This is an optimization exercise on Yosys and OpenROAD, whose aim is small area, a short achievable clock period and few clock cycles per item, not a production implementation. Function was checked by simulation only, so behaviour that the tests miss may differ from the original. Power figures rest on the tool's default switching activity, not on a simulated workload.

==> wip/indigo <==
## mb_booth_mult32
module mb_booth_mult32 (
    input  logic          clk,
    input  logic          rst,
    input  logic          in_valid,
    input  logic [mb_pkg::N-1:0]  a,
    input  logic [mb_pkg::N-1:0]  b,
    output logic          out_valid,
    output logic [63:0]   product
);
export LEC_CHECK = 0
export CAP_MARGIN = 20
export CORE_MARGIN = 2
export CORE_UTILIZATION = 40
export SLEW_MARGIN = 20
export SYNTH_HIERARCHICAL = 1
create_clock -name core_clock -period 10.0 [get_ports {clk}]
standard.sh (not shown) runs the stock make flow with config.mk's settings and CLKGATE_MAP_FILE= SYNTH_SCRIPT=/design/flow/synth_recipe.tcl, a recipe that flattens the netlist after the stock synthesis.
==> flow/flow/run.sh <==
#!/bin/bash
set -euo pipefail
cd "$(dirname "$0")/.."
MARGIN=$(cat flow/setup_margin.txt)
bash standard.sh SETUP_SLACK_MARGIN="$MARGIN" finish > flow_standard.log 2>&1
==> flow/flow/setup_margin.txt <==
6.4
==> wip/ember (differences from wip/indigo) <==
==> flow/run.sh (new file) <==
#!/bin/bash
# synth_recipe.tcl (not shown) runs the flow's synth.tcl, then flattens the netlist and writes it again
# the make line also repeats each setting of config.mk as NAME=value (left out here)
make -C /OpenROAD-flow-scripts/flow DESIGN_CONFIG=/design/flow/config.mk WORK_HOME=/design/flow/orfs CLKGATE_MAP_FILE= SYNTH_SCRIPT=/design/flow/synth_recipe.tcl finish
--- a/flow/config.mk
+++ b/flow/config.mk
@@ -7,6 +7,7 @@
 export LEC_CHECK = 0
-export CAP_MARGIN = 20
+export CAP_MARGIN = 40
 export CORE_MARGIN = 2
-export CORE_UTILIZATION = 40
-export SLEW_MARGIN = 20
+export CORE_UTILIZATION = 65
+export PLACE_DENSITY = 0.75
+export SLEW_MARGIN = 50
 export SYNTH_HIERARCHICAL = 1
removed: flow/flow/run.sh
removed: flow/flow/setup_margin.txt
removed: flow/standard.sh
==> wip/pepper (differences from wip/indigo) <==
==> flow/run.sh (new file) <==
#!/bin/bash
# synth_recipe.tcl (not shown) runs the flow's synth.tcl, then flattens the netlist and writes it again
# the make line also repeats each setting of config.mk as NAME=value (left out here)
make -C /OpenROAD-flow-scripts/flow DESIGN_CONFIG=/design/flow/config.mk WORK_HOME=/design/flow/orfs CLKGATE_MAP_FILE= SYNTH_SCRIPT=/design/flow/synth_recipe.tcl finish
--- a/flow/config.mk
+++ b/flow/config.mk
@@ -7,6 +7,6 @@
 export LEC_CHECK = 0
-export CAP_MARGIN = 20
+export CAP_MARGIN = 50
 export CORE_MARGIN = 2
 export CORE_UTILIZATION = 40
-export SLEW_MARGIN = 20
+export SLEW_MARGIN = 70
 export SYNTH_HIERARCHICAL = 1
removed: flow/flow/run.sh
removed: flow/flow/setup_margin.txt
removed: flow/standard.sh
==> impl_metrics.csv <==
group,metric,value,unit
floorplan,core_area,0.0727,mm^2
final_layout,mostFrequentLayoutCells,"xnor2_1 (515), a22oi_1 (496), fa_1 (431), dfxtp_1 (225), clkdlybuf4s50_1 (130)",
final_layout,clkCellAreaFrac,3.65,%
power,switching_share,49.0,%
clock_network,worstSkewPairLatency,0.57,ns
floorplan,start_util,40.3,%
timing,fin_hold_ws,0.448,ns
final_layout,fin_area,0.0340,mm^2
floorplan,nWellTaps,959,
route,drt-pass1-iter-count,9,
final_layout,fill_cells,6511,
final_layout,final_util,46.8,%
final_layout,synthToLayoutAreaGrowth,16.0,%
final_layout,nets,3397,
critical_path,worst-r2r-cell-count,13,
timing,skew,0.0198,ns
status,status,"finished clean",
(the above is from wip/pepper)
==> impl_metrics.csv <==
group,metric,value,unit
timing,skew,0.0329,ns
final_layout,clkCellAreaFrac,3.83,%
final_layout,final_util,71.8,%
final_layout,fin_area,0.0318,mm^2
floorplan,start_util,66.1,%
final_layout,fill_cells,3244,
status,status,"finished clean",
route,drt-pass1-iter-count,12,
power,switching_share,49.6,%
clock_network,worstSkewPairLatency,0.59,ns
floorplan,core_area,0.0443,mm^2
final_layout,nets,3330,
final_layout,mostFrequentLayoutCells,"xnor2_1 (516), a22oi_1 (496), fa_1 (431), dfxtp_1 (221), clkdlybuf4s50_1 (130)",
(the above is from wip/ember)
==> impl_metrics.csv <==
group,metric,value,unit
final_layout,nets,3489,
status,status,"finished clean",
critical_path,worst-r2r-cell-count,8,
final_layout,final_util,49.1,%
final_layout,synthToLayoutAreaGrowth,21.7,%
final_layout,clkCellAreaFrac,3.71,%
route,drt-pass1-iter-count,8,
final_layout,fin_area,0.0357,mm^2
floorplan,core_area,0.0727,mm^2
floorplan,start_util,40.3,%
final_layout,mostFrequentLayoutCells,"xnor2_1 (515), a22oi_1 (490), fa_1 (423), dfxtp_1 (206), clkdlybuf4s50_1 (130)",
clock_network,worstSkewPairLatency,0.59,ns
final_layout,fill_cells,6368,
floorplan,nWellTaps,959,
timing,skew,0.0471,ns
timing,fin_hold_ws,0.434,ns
(the above is from wip/indigo)
Testbench counts of wip/indigo, summed over its fixed seeds: cycles 160,016, items 160,000.
Testbench counts of wip/ember, summed over its fixed seeds: cycles 160,016, items 160,000.
Testbench counts of wip/pepper, summed over its fixed seeds: cycles 160,016, items 160,000.

[what the ideal ports hide]
No port has a modelled driver above. Below, the same layouts with a new extraction and two added sets of constraints. Step 1 sets driving cells, clkbuf_16 on the clock port and buf_2 on the other inputs (assumed; they add their load-dependent delay and slew). Step 2 also shifts input and output timing later by t, the mid clock arrival at the registers, as if the neighbouring blocks saw the same clock. Three values: ideal, step 1, step 2; two values: the first two.
| run | shift t [ns] | slack for setup (ns) | worst setup path after step 2 | latest minus earliest clock arrival (ns) | slew at the worst register clock pin (ns) |
|---|---|---|---|---|---|
| wip/indigo | 0.631 | 6.329 / 6.329 / 6.329 | register to register | 0.047 / 0.047 | 0.06 / 0.06 |
| wip/ember | 0.633 | 5.871 / 5.871 / 5.871 | register to register | 0.033 / 0.033 | 0.07 / 0.07 |
| wip/pepper | 0.623 | 6.159 / 6.159 / 6.159 | register to register | 0.020 / 0.020 | 0.06 / 0.06 |
After both steps setup and hold are still met in every run listed.
